This is an optimization exercise on Yosys and OpenROAD, whose aim is small area, not a production implementation. In this exercise RTL edits were held to simulation tests only and were not proved equivalent to the original.

==> 01-01: inputs <==
Design issue_top, start of the top module:
module issue_top (
    input  logic                clk,
    input  logic                rst,
    input  logic                flush,
    input  logic                div_busy,
    input  logic                inst_valid,
    input  logic [1-1:0]    inst_fu,
    input  issue_pkg::op_word_u inst_op,
    input  logic [4-1:0]   inst_rob_tag,
    input  logic                inst_rs1_valid,
    input  logic [4-1:0]   inst_rs1_tag,
    input  logic [32-1:0]    inst_rs1_data,
    input  logic                inst_rs2_valid,
    input  logic [4-1:0]   inst_rs2_tag,
    input  logic [32-1:0]    inst_rs2_data,
    input  logic [32-1:0]    inst_imm,
    input  logic                inst_use_imm,
    output logic                inst_ready,
    input  logic                cdb_valid,
    input  logic [4-1:0]   cdb_tag,
    input  logic [32-1:0]    cdb_data,
    output logic                alu_valid,
    output logic [4-1:0]    alu_op,
    output logic [4-1:0]   alu_rob_tag,
    output logic [32-1:0]    alu_src1,
    output logic [32-1:0]    alu_src2,
    output logic                div_start,
    output logic                div_signed,
    output logic                div_rem,
  ...
==> module div_issue_port, before the edit <==
module div_issue_port (
    input  logic                div_busy,
    input  logic [1:0]          ready,
    input  logic [3:0]          op_i,      
    input  logic [2*4-1:0] rob_i,
    input  logic [2*32-1:0]  d1_i,
    input  logic [2*32-1:0]  d2_i,
    output logic [1:0]          free,
    output logic                div_start,
    output logic                div_signed,
    output logic                div_rem,
    output logic [4-1:0]   div_rob_tag,
    output logic [32-1:0]    div_src1,
    output logic [32-1:0]    div_src2
);
    logic [1:0] pick;    
    assign pick[0]   = ready[0];
    assign pick[1]   = ready[1] && !ready[0];
    assign div_start = (ready[0] || ready[1]) && !div_busy;
    assign free      = div_start ? pick : 2'b00;
    assign {div_signed, div_rem} = ({2{pick[0]}} & op_i[1:0]) | ({2{pick[1]}} & op_i[3:2]);
    assign div_rob_tag = ({4{pick[0]}} & rob_i[4-1:0]) | ({4{pick[1]}} & rob_i[2*4-1:4]);
    assign div_src1    = ({32{pick[0]}} & d1_i[32-1:0]) | ({32{pick[1]}} & d1_i[2*32-1:32]);
    assign div_src2    = ({32{pick[0]}} & d2_i[32-1:0]) | ({32{pick[1]}} & d2_i[2*32-1:32]);
endmodule
==> module issue_top, before the edit <==
module issue_top (
    input  logic                clk,
    input  logic                rst,
    input  logic                flush,
    input  logic                div_busy,
    input  logic                inst_valid,
    input  logic [1-1:0]    inst_fu,
    input  issue_pkg::op_word_u inst_op,
    input  logic [4-1:0]   inst_rob_tag,
    input  logic                inst_rs1_valid,
    input  logic [4-1:0]   inst_rs1_tag,
    input  logic [32-1:0]    inst_rs1_data,
    input  logic                inst_rs2_valid,
    input  logic [4-1:0]   inst_rs2_tag,
    input  logic [32-1:0]    inst_rs2_data,
    input  logic [32-1:0]    inst_imm,
    input  logic                inst_use_imm,
    output logic                inst_ready,
    input  logic                cdb_valid,
    input  logic [4-1:0]   cdb_tag,
    input  logic [32-1:0]    cdb_data,
    output logic                alu_valid,
    output logic [4-1:0]    alu_op,
    output logic [4-1:0]   alu_rob_tag,
    output logic [32-1:0]    alu_src1,
    output logic [32-1:0]    alu_src2,
    output logic                div_start,
    output logic                div_signed,
    output logic                div_rem,
    output logic [4-1:0]   div_rob_tag,
    output logic [32-1:0]    div_src1,
    output logic [32-1:0]    div_src2
);
    logic                clr;
    logic                alu_enq;
    logic                div_enq;
    logic                alu_has_space;
    logic                div_has_space;
    logic [32-1:0]    in_d1;
    logic [32-1:0]    in_d2;
    logic                in_a2;
    logic [3:0]          alu_ready;
    logic [3:0]          alu_free;
    logic [4*4-1:0]  alu_op_s;
    logic [4*4-1:0] alu_rob_s;
    logic [4*32-1:0]  alu_d1_s;
    logic [4*32-1:0]  alu_d2_s;
    logic [1:0]          div_ready;
    logic [1:0]          div_free;
    logic [3:0]          div_op_s;
    logic [2*4-1:0] div_rob_s;
    logic [2*32-1:0]  div_d1_s;
    logic [2*32-1:0]  div_d2_s;
    assign clr = rst || flush;
    assign in_d1 = inst_rs1_valid ? inst_rs1_data : {{(32-4){1'b0}}, inst_rs1_tag};
    assign in_d2 = inst_use_imm   ? inst_imm :
                   inst_rs2_valid ? inst_rs2_data : {{(32-4){1'b0}}, inst_rs2_tag};
    assign in_a2 = inst_rs2_valid || inst_use_imm;
    dispatch_router i_router (
        .inst_valid    (inst_valid),
        .inst_fu       (inst_fu),
        .alu_has_space (alu_has_space),
        .div_has_space (div_has_space),
        .inst_ready    (inst_ready),
        .alu_enq       (alu_enq),
        .div_enq       (div_enq)
    );
    rs_table #(.DEPTH(4), .OPW(4)) i_alu_rs (
        .clk        (clk),
        .clr        (clr),
        .enq        (alu_enq),
        .in_op      (inst_op.alu),
        .in_rob_tag (inst_rob_tag),
        .in_a1      (inst_rs1_valid),
        .in_d1      (in_d1),
        .in_a2      (in_a2),
        .in_d2      (in_d2),
        .cdb_valid  (cdb_valid),
        .cdb_tag    (cdb_tag),
        .cdb_data   (cdb_data),
        .free       (alu_free),
        .has_space  (alu_has_space),
        .ready      (alu_ready),
        .op_o       (alu_op_s),
        .rob_o      (alu_rob_s),
        .d1_o       (alu_d1_s),
        .d2_o       (alu_d2_s)
    );
    rs_table #(.DEPTH(2), .OPW(2)) i_div_rs (
        .clk        (clk),
        .clr        (clr),
        .enq        (div_enq),
        .in_op      (inst_op.alu[3:2]),
        .in_rob_tag (inst_rob_tag),
        .in_a1      (inst_rs1_valid),
        .in_d1      (in_d1),
        .in_a2      (in_a2),
        .in_d2      (in_d2),
        .cdb_valid  (cdb_valid),
        .cdb_tag    (cdb_tag),
        .cdb_data   (cdb_data),
        .free       (div_free),
        .has_space  (div_has_space),
        .ready      (div_ready),
        .op_o       (div_op_s),
        .rob_o      (div_rob_s),
        .d1_o       (div_d1_s),
        .d2_o       (div_d2_s)
    );
    alu_issue_port i_alu_port (
        .clk         (clk),
        .clr         (clr),
        .ready       (alu_ready),
        .op_i        (alu_op_s),
        .rob_i       (alu_rob_s),
        .d1_i        (alu_d1_s),
        .d2_i        (alu_d2_s),
        .free        (alu_free),
        .alu_valid   (alu_valid),
        .alu_op      (alu_op),
        .alu_rob_tag (alu_rob_tag),
        .alu_src1    (alu_src1),
        .alu_src2    (alu_src2)
    );
    div_issue_port i_div_port (
        .div_busy    (div_busy),
        .ready       (div_ready),
        .op_i        (div_op_s),
        .rob_i       (div_rob_s),
        .d1_i        (div_d1_s),
        .d2_i        (div_d2_s),
        .free        (div_free),
        .div_start   (div_start),
        .div_signed  (div_signed),
        .div_rem     (div_rem),
        .div_rob_tag (div_rob_tag),
        .div_src1    (div_src1),
        .div_src2    (div_src2)
    );
endmodule
export LEC_CHECK = 0
export CAP_MARGIN = 20
export CORE_MARGIN = 2
export CORE_UTILIZATION = 40
export CTS_CLUSTER_DIAMETER = 60
export CTS_CLUSTER_SIZE = 40
export SLEW_MARGIN = 20
create_clock -name core_clock -period 5.0 [get_ports {clk}]
standard.sh (not shown) runs the stock make flow with config.mk's settings and CLKGATE_MAP_FILE= SYNTH_SCRIPT=/design/flow/synth_recipe.tcl, a recipe that flattens the netlist after the stock synthesis.
==> flow/flow/run.sh <==
#!/bin/bash
# Standard layout (the standard.sh, standard synthesis unchanged) with two
# changes to how the layout is made:
#  - the port buffers are buf_1 rather than the default clkdlybuf4s50_1;
#  - before floorplanning, combinational cells that synthesis sized up are set
#    back to their smallest drive (downsize.tcl); the flow's own repair steps
#    then upsize where timing, slew or load needs it.
set -euo pipefail
here=$(pwd)
export BUFFER_PORTS_ARGS="-buffer_cell sky130_fd_sc_hd__buf_1"
export PRE_FLOORPLAN_TCL="$here/flow/downsize.tcl"
export CTS_ARGS="-sink_clustering_enable -repair_clock_nets -sink_clustering_size 40 -sink_clustering_max_diameter 60 -dont_use_dummy_load"
bash standard.sh > standard.log 2>&1
==> flow/flow/downsize.tcl <==
# Set every combinational cell that synthesis sized up back to the smallest
# drive of the same function; placement and CTS repair upsize where timing,
# slew or load needs it.
set ds_db [ord::get_db]
set ds_block [[$ds_db getChip] getBlock]
set ds_count 0
foreach ds_inst [$ds_block getInsts] {
  set ds_m [[$ds_inst getMaster] getName]
  if { [regexp {^(sky130_fd_sc_hd__[a-z0-9]+)_([0-9]+)$} $ds_m -> ds_base ds_sz] && $ds_sz > 1 } {
    if { [regexp {df|dl|sdf|edf|clk|tap|fill|decap|conb} $ds_base] } { continue }
    foreach ds_try [list ${ds_base}_1 ${ds_base}_0] {
      if { [$ds_db findMaster $ds_try] != "NULL" && [sta::find_liberty_cell $ds_try] != "NULL" } {
        if { [lsearch -exact $::env(DONT_USE_CELLS) $ds_try] < 0 } {
          replace_cell [$ds_inst getName] $ds_try
          incr ds_count
          break
        }
      }
    }
  }
}
puts "downsize: $ds_count cells set to their smallest drive"
==> 03-04 (differences from 01-01) <==
--- a/flow/design.v
+++ b/flow/design.v
@@ -154,13 +154,13 @@
     output logic [32-1:0]    div_src2
 );
-    logic [1:0] pick;    
-    assign pick[0]   = ready[0];
-    assign pick[1]   = ready[1] && !ready[0];
+    logic s;    
     assign div_start = (ready[0] || ready[1]) && !div_busy;
-    assign free      = div_start ? pick : 2'b00;
-    assign {div_signed, div_rem} = ({2{pick[0]}} & op_i[1:0]) | ({2{pick[1]}} & op_i[3:2]);
-    assign div_rob_tag = ({4{pick[0]}} & rob_i[4-1:0]) | ({4{pick[1]}} & rob_i[2*4-1:4]);
-    assign div_src1    = ({32{pick[0]}} & d1_i[32-1:0]) | ({32{pick[1]}} & d1_i[2*32-1:32]);
-    assign div_src2    = ({32{pick[0]}} & d2_i[32-1:0]) | ({32{pick[1]}} & d2_i[2*32-1:32]);
+    assign s         = !ready[0];
+    assign free[0]   = div_start && !s;
+    assign free[1]   = div_start && s;
+    assign {div_signed, div_rem} = s ? op_i[3:2] : op_i[1:0];
+    assign div_rob_tag = s ? rob_i[2*4-1:4] : rob_i[4-1:0];
+    assign div_src1    = s ? d1_i[2*32-1:32]    : d1_i[32-1:0];
+    assign div_src2    = s ? d2_i[2*32-1:32]    : d2_i[32-1:0];
 endmodule
 module issue_top (
@@ -218,7 +218,9 @@
     logic [2*32-1:0]  div_d2_s;
     assign clr = rst || flush;
-    assign in_d1 = inst_rs1_valid ? inst_rs1_data : {{(32-4){1'b0}}, inst_rs1_tag};
-    assign in_d2 = inst_use_imm   ? inst_imm :
-                   inst_rs2_valid ? inst_rs2_data : {{(32-4){1'b0}}, inst_rs2_tag};
+    assign in_d1 = {inst_rs1_data[32-1:4],
+                    inst_rs1_valid ? inst_rs1_data[4-1:0] : inst_rs1_tag};
+    assign in_d2 = inst_use_imm ? inst_imm :
+                   {inst_rs2_data[32-1:4],
+                    inst_rs2_valid ? inst_rs2_data[4-1:0] : inst_rs2_tag};
     assign in_a2 = inst_rs2_valid || inst_use_imm;
     dispatch_router i_router (
==> flow/flow/run.sh (replaced) <==
#!/bin/bash
# Standard layout, with the port buffers made from buf_1 instead of the
# default choice (clkdlybuf4s50_1, which is larger).
set -euo pipefail
export BUFFER_PORTS_ARGS="-buffer_cell sky130_fd_sc_hd__buf_1"
bash standard.sh > standard.log 2>&1
--- a/flow/config.mk
+++ b/flow/config.mk
@@ -9,5 +9,3 @@
 export CORE_MARGIN = 2
 export CORE_UTILIZATION = 40
-export CTS_CLUSTER_DIAMETER = 60
-export CTS_CLUSTER_SIZE = 40
 export SLEW_MARGIN = 20
removed: flow/flow/downsize.tcl
==> 07-14 (differences from 01-01) <==
--- a/flow/design.v
+++ b/flow/design.v
@@ -154,13 +154,13 @@
     output logic [32-1:0]    div_src2
 );
-    logic [1:0] pick;    
-    assign pick[0]   = ready[0];
-    assign pick[1]   = ready[1] && !ready[0];
+    logic s;    
     assign div_start = (ready[0] || ready[1]) && !div_busy;
-    assign free      = div_start ? pick : 2'b00;
-    assign {div_signed, div_rem} = ({2{pick[0]}} & op_i[1:0]) | ({2{pick[1]}} & op_i[3:2]);
-    assign div_rob_tag = ({4{pick[0]}} & rob_i[4-1:0]) | ({4{pick[1]}} & rob_i[2*4-1:4]);
-    assign div_src1    = ({32{pick[0]}} & d1_i[32-1:0]) | ({32{pick[1]}} & d1_i[2*32-1:32]);
-    assign div_src2    = ({32{pick[0]}} & d2_i[32-1:0]) | ({32{pick[1]}} & d2_i[2*32-1:32]);
+    assign s         = !ready[0];
+    assign free[0]   = div_start && !s;
+    assign free[1]   = div_start && s;
+    assign {div_signed, div_rem} = s ? op_i[3:2] : op_i[1:0];
+    assign div_rob_tag = s ? rob_i[2*4-1:4] : rob_i[4-1:0];
+    assign div_src1    = s ? d1_i[2*32-1:32]    : d1_i[32-1:0];
+    assign div_src2    = s ? d2_i[2*32-1:32]    : d2_i[32-1:0];
 endmodule
 module issue_top (
@@ -218,7 +218,9 @@
     logic [2*32-1:0]  div_d2_s;
     assign clr = rst || flush;
-    assign in_d1 = inst_rs1_valid ? inst_rs1_data : {{(32-4){1'b0}}, inst_rs1_tag};
-    assign in_d2 = inst_use_imm   ? inst_imm :
-                   inst_rs2_valid ? inst_rs2_data : {{(32-4){1'b0}}, inst_rs2_tag};
+    assign in_d1 = {inst_rs1_data[32-1:4],
+                    inst_rs1_valid ? inst_rs1_data[4-1:0] : inst_rs1_tag};
+    assign in_d2 = inst_use_imm ? inst_imm :
+                   {inst_rs2_data[32-1:4],
+                    inst_rs2_valid ? inst_rs2_data[4-1:0] : inst_rs2_tag};
     assign in_a2 = inst_rs2_valid || inst_use_imm;
     dispatch_router i_router (
==> flow/flow/run.sh (replaced) <==
#!/bin/bash
# Standard layout, with the port buffers made from buf_1 instead of the
# default choice (clkdlybuf4s50_1, which is larger).
set -euo pipefail
export BUFFER_PORTS_ARGS="-buffer_cell sky130_fd_sc_hd__buf_1"
bash standard.sh > standard.log 2>&1
--- a/flow/config.mk
+++ b/flow/config.mk
@@ -8,6 +8,4 @@
 export CAP_MARGIN = 20
 export CORE_MARGIN = 2
-export CORE_UTILIZATION = 40
-export CTS_CLUSTER_DIAMETER = 60
-export CTS_CLUSTER_SIZE = 40
+export CORE_UTILIZATION = 70
 export SLEW_MARGIN = 20
removed: flow/flow/downsize.tcl
==> 12-23 (differences from 01-01) <==
--- a/flow/flow/run.sh
+++ b/flow/flow/run.sh
@@ -10,4 +10,4 @@
 export BUFFER_PORTS_ARGS="-buffer_cell sky130_fd_sc_hd__buf_1"
 export PRE_FLOORPLAN_TCL="$here/flow/downsize.tcl"
-export CTS_ARGS="-sink_clustering_enable -repair_clock_nets -sink_clustering_size 40 -sink_clustering_max_diameter 60 -dont_use_dummy_load"
+export CTS_ARGS="-sink_clustering_enable -repair_clock_nets -sink_clustering_size 30 -sink_clustering_max_diameter 50 -buf_list sky130_fd_sc_hd__clkbuf_8 -dont_use_dummy_load"
 bash standard.sh > standard.log 2>&1
--- a/flow/config.mk
+++ b/flow/config.mk
@@ -6,8 +6,10 @@
 export NUM_CORES = 4
 export LEC_CHECK = 0
-export CAP_MARGIN = 20
+export CAP_MARGIN = 0
 export CORE_MARGIN = 2
 export CORE_UTILIZATION = 40
-export CTS_CLUSTER_DIAMETER = 60
-export CTS_CLUSTER_SIZE = 40
-export SLEW_MARGIN = 20
+export CTS_BUF_LIST = sky130_fd_sc_hd__clkbuf_8
+export CTS_CLUSTER_DIAMETER = 50
+export CTS_CLUSTER_SIZE = 30
+export PLACE_DENSITY = 0.7
+export SLEW_MARGIN = 0
==> results_dict.tcl <==
set metrics [dict create \
    outcome "finished clean" \
    cell_internal_pwr_mw 5.72 \
    final-clk-cell-share 0.0429 \
    fin_crit_ns 3.90 \
    start_util 0.403 \
    fin_crit_sh 0.779 \
    tap_cells 615 \
]
-- figures above: 01-01

==> results_dict.tcl <==
set metrics [dict create \
    final-clk-cell-share 0.0648 \
    outcome "finished clean" \
    tap_cells 378 \
    fin_crit_sh 0.756 \
]
-- figures above: 07-14

==> results_dict.tcl <==
set metrics [dict create \
    outcome "finished clean" \
    start_util 0.406 \
    final-clk-cell-share 0.0718 \
    cell_internal_pwr_mw 6.87 \
    fin_crit_sh 0.763 \
    fin_crit_ns 3.81 \
]
-- figures above: 03-04

==> results_dict.tcl <==
set metrics [dict create \
    outcome "finished clean" \
    power.group.top "registers" \
    fin_crit_sh 0.752 \
    yosys.cell_count.top_type "dfxtp_1" \
    tap_cells 615 \
    cell_internal_pwr_mw 5.11 \
]
-- figures above: 12-23

## afterwards: timing with drivers on the ports
How much do the figures lean on ideal ports? The routed layouts below were timed once more, with nothing changed but the port constraints.
Step 1: set_driving_cell puts a clkbuf_16 on clk and a buf_2 on each other input, an assumption about the parent block.
Step 2 times the ports against the registers' clock, not the clock port: input delays grow and output delays shrink by t, the midpoint of the rising clock arrivals with the driver on.
a / b / c = ideal / step 1 / step 2; a / b = the first two.
run	shift t [ns]	slack for setup (ns)	worst data-port slew with drivers (ns)
01-01	0.614	1.104 / 1.044 / 1.326	0.10
03-04	0.655	1.187 / 1.125 / 1.265	0.10
07-14	0.597	1.222 / 1.169 / 1.216	0.08
12-23	0.641	1.242 / 1.185 / 1.291	0.08
After both steps every run listed still meets setup and hold. The setup slack of 07-14, which loses most, moves by -0.053 ns with the drivers and by -0.006 ns with both steps.
